From an optimization exercise on the open Yosys and OpenROAD flow, aimed at small area; shortcuts taken in it are not production practice.
In this exercise RTL edits were held to simulation tests only and were not proved equivalent to the original.
No activity file was given, so power comes from the tool's default toggle rates.

==> flow/design.v (excerpt) <==
module arp_ctrl #(
    parameter logic [31:0] P_RETRY_CYCLES = 32'd1000,
    parameter int unsigned P_MAX_RETRY    = 3
) (
    input  logic        i_clk,
    input  logic        i_rst,
    input  logic [47:0] i_rx_mac,
    input  logic [31:0] i_rx_ip,
    input  logic        i_rx_valid,
    input  logic        i_trig_reply,
    input  logic [31:0] i_lookup_ip,
    input  logic        i_lookup_valid,
    output logic        o_lookup_ready,
    output logic [47:0] o_lookup_mac,
    output logic        o_lookup_done,
    output logic        o_lookup_fail,
    output logic        o_tx_valid,
    input  logic        i_tx_ready,
    output logic [15:0] o_tx_op,
    output logic [31:0] o_tx_dst_ip,
    output logic [47:0] o_tx_dst_mac
);
Size in the first run: roughly 530 flip-flops, ~0.022 sq mm of cells after synthesis.
==> flow/config.mk <==
export PLATFORM = sky130hd
export DESIGN_NAME = arp_ctrl
export DESIGN_NICKNAME = arp_ctrl
export VERILOG_FILES = /design/flow/design.v
export SDC_FILE = /design/flow/constraint.sdc
export NUM_CORES = 4
export LEC_CHECK = 0
export CAP_MARGIN = 20
export CORE_MARGIN = 2
export CORE_UTILIZATION = 65
export SLEW_MARGIN = 20
==> flow/constraint.sdc <==
create_clock -name core_clock -period 5.0 [get_ports {i_clk}]
set_input_delay 1.0000 -clock core_clock [delete_from_list [all_inputs] [get_ports {i_clk}]]
set_output_delay 1.0000 -clock core_clock [all_outputs]
set_load 0.01 [all_outputs]
standard.sh (not shown) runs the stock make flow with config.mk's settings and CLKGATE_MAP_FILE= SYNTH_SCRIPT=/design/flow/synth_recipe.tcl, a recipe that flattens the netlist after the stock synthesis.
==> flow/flow/run.sh <==
#!/bin/bash
# Standard ORFS layout (the standard.sh), with two changes:
#  - port buffers use the smallest buffer cell (buf_1) instead of the default pick;
#  - clock tree synthesis uses clkbuf_4 cells in small clusters and no dummy loads.
set -e
export BUFFER_PORTS_ARGS="-buffer_cell sky130_fd_sc_hd__buf_1"
export CTS_ARGS="-sink_clustering_enable -repair_clock_nets -dont_use_dummy_load -buf_list sky130_fd_sc_hd__clkbuf_4 -sink_clustering_size 10 -sink_clustering_max_diameter 80"
bash standard.sh > standard.log 2>&1
The baseline completed without violations.
Rerun with:
==> flow/flow/run.sh (replaced) <==
#!/bin/bash
# Standard ORFS layout, with port buffers of the smallest buffer cell and
# clock tree synthesis without dummy loads.
set -e
cp standard.sh flow/standard.sh.copy 2>/dev/null || true
export BUFFER_PORTS_ARGS="-buffer_cell sky130_fd_sc_hd__buf_1"
export CTS_ARGS="-sink_clustering_enable -repair_clock_nets -dont_use_dummy_load"
bash standard.sh > standard.log 2>&1
==> flow/flow/standard.sh.copy (new file) <==
#!/bin/bash
# The standard flow's own layout of this design, on the ORFS make targets given (by default finish). After
# finish it leaves the final layout's DEF at /design/flow/out/final.def.
set -euo pipefail
make -C /OpenROAD-flow-scripts/flow DESIGN_CONFIG=/design/flow/config.mk WORK_HOME=/design/flow/orfs CLKGATE_MAP_FILE= SYNTH_SCRIPT=/design/flow/synth_recipe.tcl CAP_MARGIN=20 CORE_MARGIN=2 CORE_UTILIZATION=40 SLEW_MARGIN=20 "${@:-finish}"
if [[ -f /design/flow/orfs/results/sky130hd/arp_ctrl/base/6_final.odb ]]; then
  : # left out here: write the final layout as DEF
fi
CORE_UTILIZATION = 40   (was 65)
Fmax came out lower by 2.3%; via count shrinks by 1.0%; routed wire length rises by 11%; clock skew is higher by 0.071 ns.
Rerun with:
==> flow/flow/run.sh (replaced) <==
#!/bin/bash
# Standard ORFS layout (the standard.sh), with two changes:
#  - port buffers use the smallest buffer cell (buf_1) instead of the default pick;
#  - clock tree synthesis uses clkbuf_4 cells in small clusters and no dummy loads.
set -e
export BUFFER_PORTS_ARGS="-buffer_cell sky130_fd_sc_hd__buf_1"
export CTS_ARGS="-sink_clustering_enable -repair_clock_nets -dont_use_dummy_load -buf_list sky130_fd_sc_hd__clkbuf_4 -sink_clustering_size 10 -sink_clustering_max_diameter 40"
bash standard.sh > standard.log 2>&1
CORE_UTILIZATION = 65   (was 40)
removed: flow/flow/standard.sh.copy
Sequential share of layout area came out higher by 3.2 points.
Cell area went down by a few percent.
Power falls by roughly a tenth.
Maximum frequency rises by a few percent.
Hold slack loses 0.11 ns.
Setup slack is better by 0.12 ns.
Clock skew came out lower by 0.054 ns.
Die area shrinks by well over a third.
Global-route usage climbs by 10 points.
Rerun with:
CAP_MARGIN = 0   (was 20)
SLEW_MARGIN = 0   (was 20)
- area after synthesis is unchanged
- fmax drops by 1.3%
- clock skew barely changes
- hold slack got worse by 0.019 ns
- power stays flat
- sequential share of layout area barely changes
- non-clock buffer count fell by 1
Rerun with:
CAP_MARGIN = 20   (was 0)
CORE_UTILIZATION = 40   (was 65)
SLEW_MARGIN = 20   (was 0)
- via count stays flat
- area after synthesis is unchanged
- setup slack gets better by 0.044 ns
Rerun with:
==> flow/run.sh (new file) <==
#!/bin/bash
# synth_recipe.tcl (not shown) runs the flow's synth.tcl, then flattens the netlist and writes it again
# the make line also repeats each setting of config.mk as NAME=value (left out here)
make -C /OpenROAD-flow-scripts/flow DESIGN_CONFIG=/design/flow/config.mk WORK_HOME=/design/flow/orfs CLKGATE_MAP_FILE= SYNTH_SCRIPT=/design/flow/synth_recipe.tcl finish
removed: flow/flow/run.sh
removed: flow/standard.sh
The changed run finished with timing, DRC and antenna clean.
Total power came out higher by about 23%.
Count of clock-buffer cells in the layout came out lower by 17.
Clock power came out higher by 97%.
Flip-flop and latch count is unchanged.

* * *

The RTL this note starts from:
==> flow/design.v <==
module arp_ctrl #(
    parameter logic [31:0] P_RETRY_CYCLES = 32'd1000,
    parameter int unsigned P_MAX_RETRY    = 3
) (
    input  logic        i_clk,
    input  logic        i_rst,
    input  logic [47:0] i_rx_mac,
    input  logic [31:0] i_rx_ip,
    input  logic        i_rx_valid,
    input  logic        i_trig_reply,
    input  logic [31:0] i_lookup_ip,
    input  logic        i_lookup_valid,
    output logic        o_lookup_ready,
    output logic [47:0] o_lookup_mac,
    output logic        o_lookup_done,
    output logic        o_lookup_fail,
    output logic        o_tx_valid,
    input  logic        i_tx_ready,
    output logic [15:0] o_tx_op,
    output logic [31:0] o_tx_dst_ip,
    output logic [47:0] o_tx_dst_mac
);
    function automatic int unsigned f_bits(input logic [32:0] n);
        int unsigned b;
        b = 1;
        for (int unsigned k = 1; k < 33; k = k + 1)
            if ((33'd1 << k) < n) b = k + 1;
        f_bits = b;
    endfunction
    localparam int unsigned LP_ENTRIES = 4;
    localparam int unsigned LP_IP_W    = 32;
    localparam int unsigned LP_MAC_W   = 48;
    localparam int unsigned LP_TMR_W   = f_bits({1'b0, P_RETRY_CYCLES});
    localparam int unsigned LP_RTY_W   = f_bits(33'(P_MAX_RETRY) + 33'd1);
    localparam logic [3:0] S_IDLE  = 4'b0000;
    localparam logic [3:0] S_CHECK = 4'b0001;
    localparam logic [3:0] S_WAIT  = 4'b0010;
    localparam logic [3:0] S_INIT  = 4'b0011;   
    localparam logic [3:0] S_DONE  = 4'b0100;
    localparam logic [3:0] S_FAIL  = 4'b0101;
    localparam logic [3:0] S_REQ   = 4'b1000;
    localparam logic [3:0] S_RPL   = 4'b1100;   
    logic [3:0]            r_state;
    logic                  r_pend;      
    logic [1:0]            r_ptr;
    logic                  r_full;
    logic [LP_IP_W-1:0]    r_cache_ip  [LP_ENTRIES];
    logic [LP_MAC_W-1:0]   r_cache_mac [LP_ENTRIES];
    logic [LP_IP_W-1:0]    r_ip;
    logic [LP_TMR_W-1:0]   r_timer;
    logic [LP_RTY_W-1:0]   r_retry;
    logic [LP_IP_W-1:0]    r_rpl_ip;
    logic [LP_MAC_W-1:0]   r_rpl_mac;
    logic [LP_IP_W-1:0]    r_tx_ip;
    logic [LP_MAC_W-1:0]   r_tx_mac;
    logic                  w_idle, w_check, w_wait, w_req, w_rpl, w_tx;
    logic [LP_ENTRIES-1:0] w_v;
    logic [LP_ENTRIES-1:0] w_rx_eq;
    logic                  w_rx_hit;
    logic [LP_ENTRIES-1:0] w_we;
    logic [LP_ENTRIES-1:0] w_chk_eq;
    logic                  w_chk_hit;
    logic [LP_MAC_W-1:0]   w_chk_mac;
    logic                  w_rsp_match;
    logic                  w_timeout;
    logic                  w_retry_left;
    logic                  w_go_rpl;
    logic [3:0]            w_state_nx;
    assign w_idle  = (r_state == S_IDLE);
    assign w_check = (r_state == S_CHECK);
    assign w_wait  = (r_state == S_WAIT);
    assign w_tx    = r_state[3];
    assign w_req   = r_state[3] && !r_state[2];
    assign w_rpl   = r_state[3] && r_state[2];
    assign w_v[0] = r_full || (r_ptr != 2'd0);
    assign w_v[1] = r_full || r_ptr[1];
    assign w_v[2] = r_full || (r_ptr == 2'd3);
    assign w_v[3] = r_full;
    always_comb begin
        w_chk_mac = '0;
        for (int unsigned i = 0; i < LP_ENTRIES; i++) begin
            w_rx_eq[i]  = w_v[i] && (r_cache_ip[i] == i_rx_ip);
            w_chk_eq[i] = w_v[i] && (r_cache_ip[i] == r_ip);
            if (w_chk_eq[i]) w_chk_mac = w_chk_mac | r_cache_mac[i];
        end
        w_rx_hit  = |w_rx_eq;
        w_chk_hit = |w_chk_eq;
        for (int unsigned i = 0; i < LP_ENTRIES; i++)
            w_we[i] = i_rx_valid && (w_rx_eq[i] || (!w_rx_hit && (r_ptr == 2'(i))));
    end
    assign w_rsp_match  = i_rx_valid && (i_rx_ip == r_ip);
    assign w_timeout    = (r_timer == LP_TMR_W'(P_RETRY_CYCLES - 32'd1));
    assign w_retry_left = (r_retry < LP_RTY_W'(P_MAX_RETRY));
    assign w_go_rpl     = r_pend && (w_idle || w_check || (w_wait && !w_rsp_match));
    always_comb begin
        w_state_nx = r_state;
        if (w_go_rpl) begin
            w_state_nx = S_RPL | r_state;
        end else if (w_tx) begin
            if (i_tx_ready) w_state_nx = w_rpl ? {2'b00, r_state[1:0]} : S_WAIT;
        end else begin
            case (r_state)
                S_IDLE:  if (i_lookup_valid) w_state_nx = S_CHECK;
                S_CHECK: w_state_nx = (w_rsp_match || w_chk_hit) ? S_DONE : S_REQ;
                S_WAIT:  begin
                    if (w_rsp_match)    w_state_nx = S_DONE;
                    else if (w_timeout) w_state_nx = w_retry_left ? S_REQ : S_FAIL;
                end
                default: w_state_nx = S_IDLE;
            endcase
        end
    end
    always_ff @(posedge i_clk or posedge i_rst) begin
        if (i_rst) begin
            r_state <= S_INIT;
            r_pend  <= 1'b0;
            r_ptr   <= '0;
            r_full  <= 1'b0;
        end else begin
            r_state <= w_state_nx;
            r_pend  <= w_go_rpl ? i_trig_reply : (r_pend || i_trig_reply);
            if (i_rx_valid && !w_rx_hit) begin
                r_ptr <= r_ptr + 2'd1;
                if (r_ptr == 2'd3) r_full <= 1'b1;
            end
        end
    end
    always_ff @(posedge i_clk) begin
        for (int unsigned i = 0; i < LP_ENTRIES; i++) begin
            if (w_we[i]) begin
                r_cache_ip[i]  <= i_rx_ip;
                r_cache_mac[i] <= i_rx_mac;
            end
        end
        if (i_trig_reply) begin
            r_rpl_ip  <= i_rx_ip;
            r_rpl_mac <= i_rx_mac;
        end
        if (w_idle) r_ip <= i_lookup_ip;
        if (w_check) r_retry <= '0;
        else if (w_req && i_tx_ready) r_retry <= r_retry + LP_RTY_W'(1);
        if (w_req) r_timer <= '0;
        else if (w_wait && !r_pend) r_timer <= r_timer + LP_TMR_W'(1);
        if (!w_tx) begin
            r_tx_ip <= r_rpl_ip;
            if (w_go_rpl) r_tx_mac <= r_rpl_mac;
            else if (w_rsp_match) r_tx_mac <= i_rx_mac;
            else if (w_chk_hit && w_check) r_tx_mac <= w_chk_mac;
            else r_tx_mac <= '1;
        end
    end
    assign o_lookup_ready = w_idle && !r_pend;
    assign o_lookup_done  = (r_state == S_DONE);
    assign o_lookup_fail  = (r_state == S_FAIL);
    assign o_lookup_mac   = r_tx_mac;
    assign o_tx_valid     = w_tx;
    assign o_tx_op        = {14'd0, r_state[2], !r_state[2]};
    assign o_tx_dst_ip    = r_state[2] ? r_tx_ip : r_ip;
    assign o_tx_dst_mac   = r_tx_mac;
endmodule
clock: 5.0 ns
lec_check: 0
cap_margin: 20
core_margin: 2
core_utilization: 40
slew_margin: 20
==> flow/flow/run.sh <==
#!/bin/bash
# Standard ORFS layout, with port buffers of the smallest buffer cell and
# clock tree synthesis with small clock buffers and without dummy loads.
set -e
export BUFFER_PORTS_ARGS="-buffer_cell sky130_fd_sc_hd__buf_1"
export CTS_ARGS="-sink_clustering_enable -repair_clock_nets -dont_use_dummy_load -buf_list sky130_fd_sc_hd__clkbuf_8 -sink_clustering_size 14 -sink_clustering_max_diameter 50"
bash standard.sh > standard.log 2>&1
The baseline completed with no timing, DRC or antenna violations.
Edit:
==> flow/flow/run.sh (replaced) <==
#!/bin/bash
# Standard ORFS layout (the standard.sh), with two changes:
#  - port buffers use the smallest buffer cell (buf_1) instead of the default pick;
#  - clock tree synthesis uses clkbuf_4 cells in small clusters and no dummy loads.
set -e
export BUFFER_PORTS_ARGS="-buffer_cell sky130_fd_sc_hd__buf_1"
export REMOVE_ABC_BUFFERS=1
export CTS_ARGS="-sink_clustering_enable -repair_clock_nets -dont_use_dummy_load -buf_list sky130_fd_sc_hd__clkbuf_4 -sink_clustering_size 10 -sink_clustering_max_diameter 40"
bash standard.sh > standard.log 2>&1
- CORE_UTILIZATION: 40 -> 65
- GPL_TIMING_DRIVEN: default -> 0
The new run went through all stages and came out clean. Final area came out lower slightly. Non-clock buffer count came out lower by 9. Routed wire length came out lower by roughly a tenth. Clock power came out lower by about a fifth. Core utilization came out higher by 26 points.

re-timing with driven ports:
No port has a modelled driver above. Below, the same layouts with a new extraction and two added sets of constraints. Step 1 assumes that a clkbuf_16 drives the clock port and a buf_2 every other input. Step 2, shift: input delay + t, output delay - t, t = (earliest + latest rising clock arrival at the registers) / 2. This alone moves slack from input paths to output paths. Slacks: no drivers / after step 1 / after step 2; pairs: no drivers / after step 1.
run | shift t [ns] | setup WS [ns] | hold WS [ns] | worst setup path after step 2 | pins driven straight from the clock port
the first run of note 1 | 0.879 | 1.340 / 1.285 / 0.669 | 0.094 / 0.067 / 0.404 | input to register | 1
the second run of note 1 | 0.649 | 1.255 / 1.290 / 0.640 | 0.293 / 0.277 / 0.375 | input to register | 1
the third run of note 1 | 0.793 | 1.376 / 1.365 / 0.602 | 0.178 / 0.152 / 0.398 | input to register | 1
the fourth run of note 1 | 0.801 | 1.330 / 1.330 / 0.551 | 0.159 / 0.133 / 0.398 | input to register | 1
the fifth run of note 1 | 0.868 | 1.374 / 1.314 / 0.571 | 0.095 / 0.076 / 0.374 | input to register | 1
the sixth run of note 1 | 0.673 | 0.965 / 1.005 / 0.332 | 0.351 / 0.351 / 0.351 | input to register | 1
the first run of note 2 | 0.709 | 1.201 / 1.233 / 0.524 | 0.267 / 0.250 / 0.342 | input to register | 1
the second run of note 2 | 0.775 | 0.676 / 0.699 / -0.076 | 0.202 / 0.182 / 0.392 | input to register | 1
With both steps, setup timing fails in the second run of note 2, where it was met with ideal ports. The setup slack of the fifth run of note 1, which loses most, moves by -0.060 ns with the drivers and by -0.803 ns with both steps.
